Context: an optimization exercise on an open-source flow, tuned for small area, a short achievable clock period and few clock cycles per item. The choices shown serve that exercise and are no tape-out recipe. In this exercise RTL edits were held to simulation tests only and were not proved equivalent to the original.

## old
==> flow/design.v <==
package pop_pkg;
  localparam int PriceW     = 32;
  localparam int DiscW      = 17;
  localparam int ModeW      = 2;
  localparam int CfgIdxW    = 2;
  localparam int CfgDataW   = 32;
  localparam int MaxPathLen = 1024;
  typedef enum logic [ModeW-1:0] {
    PopCall     = 2'd0,
    PopLookback = 2'd1,
    PopBarrier  = 2'd2,
    PopCompound = 2'd3
  } pop_mode_e;
  typedef enum logic [CfgIdxW-1:0] {
    RegPayoffMode     = 2'd0,
    RegStrikeLevel    = 2'd1,
    RegSecondLevel    = 2'd2,
    RegDiscountFactor = 2'd3
  } pop_reg_e;
  typedef enum logic [2:0] {
    StIdle,
    StLbMul,
    StLbSub,
    StDisc,
    StRound,
    StDivPrep,
    StDiv,
    StCmp
  } pop_state_e;
endpackage
module path_option_payoff #(
  parameter int MAX_PATH_LEN = pop_pkg::MaxPathLen
) (
  input  logic                       clk_i,
  input  logic                       rst_ni,
  input  logic                       sample_valid_i,
  output logic                       sample_ready_o,
  input  logic [pop_pkg::PriceW-1:0] sample_price_i,
  input  logic                       sample_last_i,
  output logic                       result_valid_o,
  input  logic                       result_ready_i,
  output logic [pop_pkg::PriceW-1:0] result_payoff_o,
  output logic                       result_crossed_o,
  input  logic                       cfg_valid_i,
  output logic                       cfg_ready_o,
  input  logic [pop_pkg::CfgIdxW-1:0] cfg_index_i,
  input  logic [pop_pkg::CfgDataW-1:0] cfg_data_i
);
  localparam int CntW = $clog2(MAX_PATH_LEN + 1);
  localparam int SumW = 32 + CntW;
  logic [1:0]  mode_q;
  logic [31:0] strike_q;
  logic [31:0] second_q;
  logic [16:0] disc_q;
  assign cfg_ready_o = 1'b1;
  always_ff @(posedge clk_i or negedge rst_ni) begin
    if (!rst_ni) begin
      mode_q   <= 2'd0;
      strike_q <= '0;
      second_q <= '0;
      disc_q   <= 17'd65536;
    end else if (cfg_valid_i) begin
      case (cfg_index_i)
        2'd0: mode_q   <= cfg_data_i[1:0];
        2'd1: strike_q <= cfg_data_i;
        2'd2: second_q <= cfg_data_i;
        default: disc_q <= cfg_data_i[16:0];
      endcase
    end
  end
  logic m_look, m_comp, m_bar;
  assign m_look = (mode_q == 2'd1);
  assign m_bar  = (mode_q == 2'd2);
  assign m_comp = (mode_q == 2'd3);
  logic        s_mul1_q, s_sub_q, s_mul2_q, s_div_q, s_done_q;
  logic        s_idle;
  logic [4:0]  step_q;
  logic [31:0] xn_q;
  logic [31:0] b_q;
  logic        bx_q, by_q;
  logic [31:0] acc_q;
  logic        pcr_q;
  logic        post_idle;
  assign s_idle    = !(s_mul1_q || s_sub_q || s_mul2_q || s_div_q || s_done_q);
  assign post_idle = s_idle || (s_done_q && result_ready_i);
  logic        rdy_q;
  logic [31:0] x_q;
  logic        v_q;
  logic        lst_q;
  logic        acc_s;
  assign sample_ready_o = rdy_q;
  assign acc_s = sample_valid_i && rdy_q;
  always_ff @(posedge clk_i) begin
    if (rdy_q) begin
      x_q   <= sample_price_i;
      lst_q <= sample_last_i;
    end
  end
  logic [31:0]     min_q;
  logic            cr_q;
  logic [CntW-1:0] cnt_q;
  logic            first_q;    
  logic            pend_q;     
  logic [31:0]     ex_q;       
  logic            v2_q;       
  logic            first2_q;   
  logic take, blk, proc;
  assign take = pend_q && post_idle;
  assign blk  = pend_q && !post_idle;
  assign proc = v_q && !blk;
  logic [32:0] diff;
  logic        above;
  logic        cnt_ok;
  logic [31:0] ex_d;
  always_comb begin
    diff   = {1'b0, x_q} - {1'b0, second_q};
    above  = !diff[32] && (diff[31:0] != '0);
    cnt_ok = first_q || !cnt_q[CntW-1];
    if (!proc)                     ex_d = '0;
    else if (!m_comp)              ex_d = x_q;
    else if (diff[32] || !cnt_ok)  ex_d = '0;
    else                           ex_d = diff[31:0];
  end
  always_ff @(posedge clk_i) begin
    ex_q <= ex_d;
    if (proc) begin
      min_q <= (first_q || (x_q < min_q)) ? x_q : min_q;
      cr_q  <= (cr_q && !first_q) || above;
      cnt_q <= first_q ? CntW'(1) : (cnt_q + CntW'(!cnt_q[CntW-1]));
    end
  end
  logic [SumW-1:0] sum_q;
  logic [SumW-1:0] sum_n;
  assign sum_n = ((v2_q && (first2_q || !m_comp)) ? '0 : sum_q) + SumW'(ex_q);
  always_ff @(posedge clk_i) begin
    sum_q <= sum_n;
  end
  logic pend_d, v_d, rdy_d;
  logic s_idle_d;
  assign pend_d = (proc && lst_q) || (pend_q && !take);
  assign v_d    = acc_s || (v_q && blk);
  assign rdy_d  = !(v_d && pend_d && !s_idle_d);
  always_ff @(posedge clk_i or negedge rst_ni) begin
    if (!rst_ni) begin
      rdy_q    <= 1'b1;
      v_q      <= 1'b0;
      first_q  <= 1'b1;
      pend_q   <= 1'b0;
      v2_q     <= 1'b0;
      first2_q <= 1'b0;
    end else begin
      rdy_q    <= rdy_d;
      v_q      <= v_d;
      pend_q   <= pend_d;
      v2_q     <= proc;
      first2_q <= proc && first_q;
      if (proc) first_q <= lst_q;
    end
  end
  logic [31:0] mul_m;
  logic [3:0]  dig;
  logic [35:0] t;
  always_ff @(posedge clk_i) begin
    mul_m <= (m_look && !s_sub_q && !s_mul2_q) ? second_q : {15'd0, disc_q};
  end
  assign dig   = b_q[3:0];
  assign t     = {4'd0, acc_q}
               + (dig[0] ? {4'd0, mul_m}        : 36'd0)
               + (dig[1] ? {3'd0, mul_m, 1'b0}  : 36'd0)
               + (dig[2] ? {2'd0, mul_m, 2'b0}  : 36'd0)
               + (dig[3] ? {1'd0, mul_m, 3'b0}  : 36'd0);
  logic [31:0] mul_res;
  assign mul_res = t[20] ? '1 : {t[19:0], b_q[31:20]};
  logic [10:0] dv;
  logic [9:0]  r0, r1, r2;
  logic [1:0]  qb;
  logic [10:0] s1, s2;
  logic [11:0] d1, d2;
  assign dv = xn_q[10:0];
  always_comb begin
    r0 = acc_q[9:0];
    s1 = {r0, bx_q};
    d1 = {1'b0, s1} - {1'b0, dv};
    qb[1] = !d1[11];
    r1 = qb[1] ? d1[9:0] : s1[9:0];
    s2 = {r1, b_q[31]};
    d2 = {1'b0, s2} - {1'b0, dv};
    qb[0] = !d2[11];
    r2 = qb[0] ? d2[9:0] : s2[9:0];
  end
  logic [31:0] sa, sb;
  logic        scin;
  logic        szero;
  logic [32:0] sd;
  logic [31:0] sres;
  always_comb begin
    if (m_comp) begin
      sa    = strike_q;
      sb    = b_q;
      scin  = by_q;
      szero = 1'b0;
    end else if (m_look) begin
      sa    = xn_q;
      sb    = {acc_q[15:0], b_q[31:16]};
      scin  = 1'b0;
      szero = (acc_q[31:16] != '0);
    end else begin
      sa    = xn_q;
      sb    = strike_q;
      scin  = 1'b0;
      szero = m_bar && pcr_q;
    end
    sd   = {1'b0, sa} - {1'b0, sb} - 33'(scin);
    sres = (sd[32] || szero) ? '0 : sd[31:0];
  end
  logic mul_last, div_last;
  assign mul_last = (step_q[2:0] == 3'd7);
  assign div_last = (step_q == 5'd16);
  logic n_mul1, n_sub, n_mul2, n_div, n_done;
  always_comb begin
    n_mul1 = (take && m_look) || (s_mul1_q && !mul_last);
    n_div  = (take && m_comp) || (s_div_q && !div_last);
    n_sub  = (take && !m_look && !m_comp) || (s_mul1_q && mul_last) || (s_div_q && div_last);
    n_mul2 = (s_sub_q && !m_comp) || (s_mul2_q && !mul_last);
    n_done = (s_sub_q && m_comp) || (s_mul2_q && mul_last) || (s_done_q && !result_ready_i && !take);
    s_idle_d = !(n_mul1 || n_div || n_sub || n_mul2 || n_done);
  end
  always_ff @(posedge clk_i or negedge rst_ni) begin
    if (!rst_ni) begin
      s_mul1_q <= 1'b0;
      s_sub_q  <= 1'b0;
      s_mul2_q <= 1'b0;
      s_div_q  <= 1'b0;
      s_done_q <= 1'b0;
      step_q   <= '0;
    end else begin
      s_mul1_q <= n_mul1;
      s_sub_q  <= n_sub;
      s_mul2_q <= n_mul2;
      s_div_q  <= n_div;
      s_done_q <= n_done;
      if (s_sub_q || (s_mul1_q && mul_last) || (s_div_q && div_last) || !(s_mul1_q || s_mul2_q || s_div_q))
        step_q <= '0;
      else
        step_q <= step_q + 5'd1;
    end
  end
  always_ff @(posedge clk_i) begin
    if (take) begin
      pcr_q <= cr_q;
      xn_q  <= m_comp ? {21'd0, cnt_q} : sum_n[31:0];
    end else if (s_mul2_q && mul_last) begin
      xn_q  <= mul_res;
    end else if (s_sub_q && m_comp) begin
      xn_q  <= sres;
    end
  end
  always_ff @(posedge clk_i) begin
    if (s_mul1_q || s_mul2_q) begin
      acc_q <= t[35:4];
      b_q   <= {t[3:0], b_q[31:4]};
    end else if (s_sub_q) begin
      acc_q <= 32'h0000_8000;
      b_q   <= sres;
    end else if (s_div_q) begin
      acc_q[9:0]  <= r2;
      {bx_q, b_q, by_q} <= {b_q, by_q, qb};
    end else begin
      b_q   <= m_comp ? sum_n[31:0] : min_q;
      bx_q  <= sum_n[32];
      by_q  <= 1'b0;
      acc_q <= m_comp ? {23'd0, sum_n[SumW-1:33]} : 32'h0000_7FFF;
    end
  end
  assign result_valid_o   = s_done_q;
  assign result_payoff_o  = xn_q;
  assign result_crossed_o = pcr_q;
endmodule
==> flow/config.mk <==
export PLATFORM = sky130hd
export DESIGN_NAME = path_option_payoff
export DESIGN_NICKNAME = path_option_payoff
export VERILOG_FILES = /design/flow/design.v
export SDC_FILE = /design/flow/constraint.sdc
export NUM_CORES = 4
export LEC_CHECK = 0
export CAP_MARGIN = 20
export CORE_MARGIN = 2
export CORE_UTILIZATION = 60
export SETUP_SLACK_MARGIN = 5
export SLEW_MARGIN = 20
==> flow/constraint.sdc <==
create_clock -name core_clock -period 11.0 [get_ports {clk_i}]
set_input_delay 2.2000 -clock core_clock [delete_from_list [all_inputs] [get_ports {clk_i}]]
set_output_delay 2.2000 -clock core_clock [all_outputs]
set_load 0.01 [all_outputs]
run.sh (not shown) runs the stock make flow with config.mk's settings and CLKGATE_MAP_FILE= SYNTH_SCRIPT=/design/flow/synth_recipe.tcl, a recipe that flattens the netlist after the stock synthesis.
Testbench counts of old, summed over its fixed seeds: cycles 70,838, paths 2,560.
Changes in new relative to old:
--- a/flow/design.v
+++ b/flow/design.v
@@ -79,5 +79,5 @@
   logic [31:0] b_q;
   logic        bx_q, by_q;
-  logic [31:0] acc_q;
+  logic [32:0] acc_q;
   logic        pcr_q;
   logic        post_idle;
@@ -159,17 +159,31 @@
   end
   logic [31:0] mul_m;
+  logic        bm_q;
+  logic        mlast_q;    
   logic [3:0]  dig;
-  logic [35:0] t;
+  logic        one0, two0, neg0, one1, two1, neg1;
+  logic [33:0] row0, row1;
+  logic [37:0] t;
   always_ff @(posedge clk_i) begin
     mul_m <= (m_look && !s_sub_q && !s_mul2_q) ? second_q : {15'd0, disc_q};
   end
-  assign dig   = b_q[3:0];
-  assign t     = {4'd0, acc_q}
-               + (dig[0] ? {4'd0, mul_m}        : 36'd0)
-               + (dig[1] ? {3'd0, mul_m, 1'b0}  : 36'd0)
-               + (dig[2] ? {2'd0, mul_m, 2'b0}  : 36'd0)
-               + (dig[3] ? {1'd0, mul_m, 3'b0}  : 36'd0);
+  always_comb begin
+    dig  = mlast_q ? 4'd0 : b_q[3:0];
+    one0 = dig[0] ^ bm_q;
+    two0 = (dig[1] && !dig[0] && !bm_q) || (!dig[1] && dig[0] && bm_q);
+    neg0 = dig[1] && !(dig[0] && bm_q);
+    one1 = dig[2] ^ dig[1];
+    two1 = (dig[3] && !dig[2] && !dig[1]) || (!dig[3] && dig[2] && dig[1]);
+    neg1 = dig[3] && !(dig[2] && dig[1]);
+    row0 = ((one0 ? {2'b0, mul_m} : 34'd0) | (two0 ? {1'b0, mul_m, 1'b0} : 34'd0)) ^ {34{neg0}};
+    row1 = ((one1 ? {2'b0, mul_m} : 34'd0) | (two1 ? {1'b0, mul_m, 1'b0} : 34'd0)) ^ {34{neg1}};
+    t    = {{5{acc_q[32]}}, acc_q}
+         + {{4{row0[33]}}, row0}
+         + {{2{row1[33]}}, row1, 2'b0}
+         + 38'(neg0)
+         + {35'd0, neg1, 2'b0};
+  end
   logic [31:0] mul_res;
-  assign mul_res = t[20] ? '1 : {t[19:0], b_q[31:20]};
+  assign mul_res = t[16] ? '1 : {t[15:0], b_q[31:16]};
   logic [10:0] dv;
   logic [9:0]  r0, r1, r2;
@@ -202,7 +216,7 @@
     end else if (m_look) begin
       sa    = xn_q;
-      sb    = {acc_q[15:0], b_q[31:16]};
+      sb    = {acc_q[11:0], b_q[31:12]};
       scin  = 1'b0;
-      szero = (acc_q[31:16] != '0);
+      szero = (acc_q[32:12] != '0);
     end else begin
       sa    = xn_q;
@@ -215,5 +229,5 @@
   end
   logic mul_last, div_last;
-  assign mul_last = (step_q[2:0] == 3'd7);
+  assign mul_last = mlast_q;
   assign div_last = (step_q == 5'd16);
   logic n_mul1, n_sub, n_mul2, n_div, n_done;
@@ -234,4 +248,5 @@
       s_done_q <= 1'b0;
       step_q   <= '0;
+      mlast_q  <= 1'b0;
     end else begin
       s_mul1_q <= n_mul1;
@@ -240,4 +255,5 @@
       s_div_q  <= n_div;
       s_done_q <= n_done;
+      mlast_q <= (s_mul1_q || s_mul2_q) && (step_q[2:0] == 3'd7);
       if (s_sub_q || (s_mul1_q && mul_last) || (s_div_q && div_last) || !(s_mul1_q || s_mul2_q || s_div_q))
         step_q <= '0;
@@ -258,8 +274,10 @@
   always_ff @(posedge clk_i) begin
     if (s_mul1_q || s_mul2_q) begin
-      acc_q <= t[35:4];
+      acc_q <= t[36:4];
       b_q   <= {t[3:0], b_q[31:4]};
+      bm_q  <= b_q[3];
     end else if (s_sub_q) begin
-      acc_q <= 32'h0000_8000;
+      acc_q <= 33'h0_0000_8000;
+      bm_q  <= 1'b0;
       b_q   <= sres;
     end else if (s_div_q) begin
@@ -270,5 +288,6 @@
       bx_q  <= sum_n[32];
       by_q  <= 1'b0;
-      acc_q <= m_comp ? {23'd0, sum_n[SumW-1:33]} : 32'h0000_7FFF;
+      acc_q <= m_comp ? {24'd0, sum_n[SumW-1:33]} : 33'h0_0000_7FFF;
+      bm_q  <= 1'b0;
     end
   end
Changes observed in new relative to old: maximum operating frequency decreased 1.2 MHz; met3 routing resource usage after global routing increased 0.98 points; maximum number of pins on one net before global-route repair increased about 2.8%; area of the mapped netlist decreased about 1.2%. Per the comparison of new with old, minimum setup slack after placement climbed 0.23 ns, design area went down by 0.64%, fraction of area in registers up 0.47 points. old ended up with xn_q[10] as its worst setup path endpoint; new ended up with acc_q[32]. Diff old -> new: wire length of the first global-routing pass +about 0.4%; distinct cell type count after synthesis +9.9%.
Testbench counts of new, summed over its fixed seeds: cycles 72,016, paths 2,560.


Another version of the RTL of path_option_payoff (not shown whole).
Size in the first run: ~3100 cells after synthesis, roughly 400 flip-flops, ~0.029 mm2 of cells after synthesis.
==> flow/config.mk <==
export PLATFORM = sky130hd
export DESIGN_NAME = path_option_payoff
export DESIGN_NICKNAME = path_option_payoff
export VERILOG_FILES = /design/flow/design.v
export SDC_FILE = /design/flow/constraint.sdc
export NUM_CORES = 4
export LEC_CHECK = 0
export CAP_MARGIN = 20
export CORE_MARGIN = 2
export CORE_UTILIZATION = 55
export SETUP_SLACK_MARGIN = 5
export SLEW_MARGIN = 20
==> flow/constraint.sdc <==
create_clock -name core_clock -period 11.0 [get_ports {clk_i}]
set_input_delay 2.2000 -clock core_clock [delete_from_list [all_inputs] [get_ports {clk_i}]]
set_output_delay 2.2000 -clock core_clock [all_outputs]
set_load 0.01 [all_outputs]
standard.sh (not shown) runs the stock make flow with config.mk's settings and CLKGATE_MAP_FILE= SYNTH_SCRIPT=/design/flow/synth_recipe.tcl, a recipe that flattens the netlist after the stock synthesis.
==> flow/flow/run.sh <==
#!/bin/bash
set -euo pipefail
bash standard.sh SETUP_SLACK_MARGIN=6.3 finish > standard.log 2>&1
The baseline finished with timing, DRC and antenna clean.
Testbench counts at the start, summed over its fixed seeds: cycles 67,214, paths 2,560.
Then changed:
--- a/flow/design.v
+++ b/flow/design.v
@@ -95,19 +95,19 @@
   assign sample_ready_o = rdy_q;
   assign acc_s = sample_valid_i && rdy_q;
   always_ff @(posedge clk_i) begin
     if (rdy_q) begin
       x_q   <= sample_price_i;
       lst_q <= sample_last_i;
     end
   end
   logic [31:0]     min_q;
-  logic            ab_q;       
+  logic            cr_q;
   logic [CntW-1:0] cnt_q;
   logic            first_q;    
   logic            pend_q;     
   logic [31:0]     ex_q;       
   logic            v2_q;       
   logic            first2_q;   
   logic take, blk, proc;
   assign take = pend_q && post_idle;
   assign blk  = pend_q && !post_idle;
@@ -121,33 +121,29 @@
     above  = !diff[32] && (diff[31:0] != '0);
     cnt_ok = first_q || !cnt_q[CntW-1];
     if (!proc)                     ex_d = '0;
     else if (!s_comp)              ex_d = x_q;
     else if (diff[32] || !cnt_ok)  ex_d = '0;
     else                           ex_d = diff[31:0];
   end
   always_ff @(posedge clk_i) begin
     ex_q <= ex_d;
-    ab_q <= proc && above;
     if (proc) begin
       min_q <= (first_q || (x_q < min_q)) ? x_q : min_q;
+      cr_q  <= (cr_q && !first_q) || above;
       cnt_q <= first_q ? CntW'(1) : (cnt_q + CntW'(!cnt_q[CntW-1]));
     end
   end
   logic [SumW-1:0] sum_q;
   logic [SumW-1:0] sum_n;
-  logic            cr_q;
-  logic            cr_n;
   assign sum_n = ((v2_q && (first2_q || !s_comp)) ? '0 : sum_q) + SumW'(ex_q);
-  assign cr_n  = (cr_q && !(v2_q && first2_q)) || ab_q;
   always_ff @(posedge clk_i) begin
     sum_q <= sum_n;
-    cr_q  <= cr_n;
   end
   logic pend_d, v_d, rdy_d;
   logic s_idle_d;
   assign pend_d = (proc && lst_q) || (pend_q && !take);
   assign v_d    = acc_s || (v_q && blk);
   assign rdy_d  = !(v_d && pend_d && !s_idle_d);
   always_ff @(posedge clk_i or negedge rst_ni) begin
     if (!rst_ni) begin
       rdy_q    <= 1'b1;
@@ -243,31 +239,29 @@
       sa    = xn_q;
       sb    = strike_q;
       scin  = 1'b0;
       szero = m_bar && pcr_q;
     end
     sd   = {1'b0, sa} - {1'b0, sb} - 33'(scin);
     sneg = sd[32] || szero;
     sres = sneg ? '0 : sd[31:0];
   end
-  logic dskip;
-  assign dskip = s_div_q && (acc_q[9:0] == '0) && ({bx_q, b_q[31:25]} == '0) && (step_q <= 5'd12);
   logic mul_last, div_last;
   assign mul_last = s_mul1_q ? mlast_q : (step_q[2:0] == 3'd4);
   assign div_last = (step_q == 5'd16);
   logic n_mul1, n_sub, n_mul2, n_div, n_done;
   always_comb begin
     n_mul1 = (take && m_look) || (s_mul1_q && !mul_last);
     n_div  = (take && m_comp) || (s_div_q && !div_last);
     n_sub  = (take && !m_look && !m_comp) || (s_mul1_q && mul_last) || (s_div_q && div_last);
     n_mul2 = (s_sub_q && !m_comp) || (s_mul2_q && !mul_last);
     n_done = (s_sub_q && m_comp) || (s_mul2_q && mul_last) || (s_done_q && !result_ready_i && !take);
-    s_idle_d = post_idle && !pend_q;
+    s_idle_d = !(n_mul1 || n_div || n_sub || n_mul2 || n_done);
   end
   always_ff @(posedge clk_i or negedge rst_ni) begin
     if (!rst_ni) begin
       s_mul1_q <= 1'b0;
       s_sub_q  <= 1'b0;
       s_mul2_q <= 1'b0;
       s_div_q  <= 1'b0;
       s_done_q <= 1'b0;
       step_q   <= '0;
@@ -276,42 +270,40 @@
       s_mul1_q <= n_mul1;
       s_sub_q  <= n_sub;
       s_mul2_q <= n_mul2;
       s_div_q  <= n_div;
       s_done_q <= n_done;
       mlast_q <= s_mul1_q && (step_q[2:0] == 3'd7);
       if (s_sub_q || (s_mul1_q && mul_last) || (s_div_q && div_last) || !(s_mul1_q || s_mul2_q || s_div_q))
         step_q <= '0;
       else
-        step_q <= step_q + (dskip ? 5'd4 : 5'd1);
+        step_q <= step_q + 5'd1;
     end
   end
   always_ff @(posedge clk_i) begin
     if (take) begin
-      pcr_q <= cr_n;
+      pcr_q <= cr_q;
       sat_q <= 1'b0;
       xn_q  <= m_comp ? {21'd0, cnt_q} : sum_n[31:0];
     end else if (s_mul2_q && mul_last) begin
       sat_q <= t[32];
       xn_q  <= t[31:0];
     end else if (s_sub_q && m_comp) begin
       xn_q  <= sres;
     end
   end
   always_ff @(posedge clk_i) begin
     if (s_mul1_q || s_mul2_q) begin
       acc_q <= t[36:4];
       b_q   <= {t[3:0], b_q[31:4]};
     end else if (s_sub_q) begin
       acc_q <= 33'h0_0000_8000;
       b_q   <= {15'd0, disc_q};
-    end else if (dskip) begin
-      {bx_q, b_q, by_q} <= {b_q[24:0], by_q, 8'd0};
     end else if (s_div_q) begin
       acc_q[9:0]  <= r2;
       {bx_q, b_q, by_q} <= {b_q, by_q, qb};
     end else begin
       b_q   <= m_comp ? sum_n[31:0] : min_q;
       bx_q  <= sum_n[32];
       by_q  <= 1'b0;
       acc_q <= m_comp ? {24'd0, sum_n[SumW-1:33]} : 33'h0_0000_7FFF;
     end
Critical path depth increases by 17.
Global-route usage decreases by 0.68 points.
Register-to-register slack is about the same.
Count of clock-buffer cells in the layout decreases by 5.
Setup slack is worse by 10 ps.
Sequential share of layout area increases by 0.11 points.
Maximum frequency stays flat.
Cell area decreases by 1.3%.
Testbench counts after the change, summed over its fixed seeds: cycles 68,934, paths 2,560.

==> what the ideal ports hide <==
Ports are ideal in the flow. The routed layouts listed here were re-timed in OpenROAD. Step 1 assumes that a clkbuf_16 drives the clock port and a buf_2 every other input. Step 2 also shifts input and output timing later by t, the mid clock arrival at the registers, as if the neighbouring blocks saw the same clock. Three values: ideal, step 1, step 2; two values: the first two.
run | t (ns) | slack for setup (ns) | latest minus earliest clock arrival (ns)
old | 0.655 | 5.222 / 5.222 / 5.222 | 0.026 / 0.025
new | 0.641 | 5.181 / 5.181 / 5.181 | 0.031 / 0.031
the first run of note 2 | 0.658 | 6.421 / 6.362 / 5.882 | 0.035 / 0.034
the second run of note 2 | 0.651 | 6.411 / 6.411 / 6.019 | 0.027 / 0.027
After both steps every run listed still meets setup and hold. The setup slack of the first run of note 2, which loses most, moves by -0.059 ns with the drivers and by -0.539 ns with both steps.
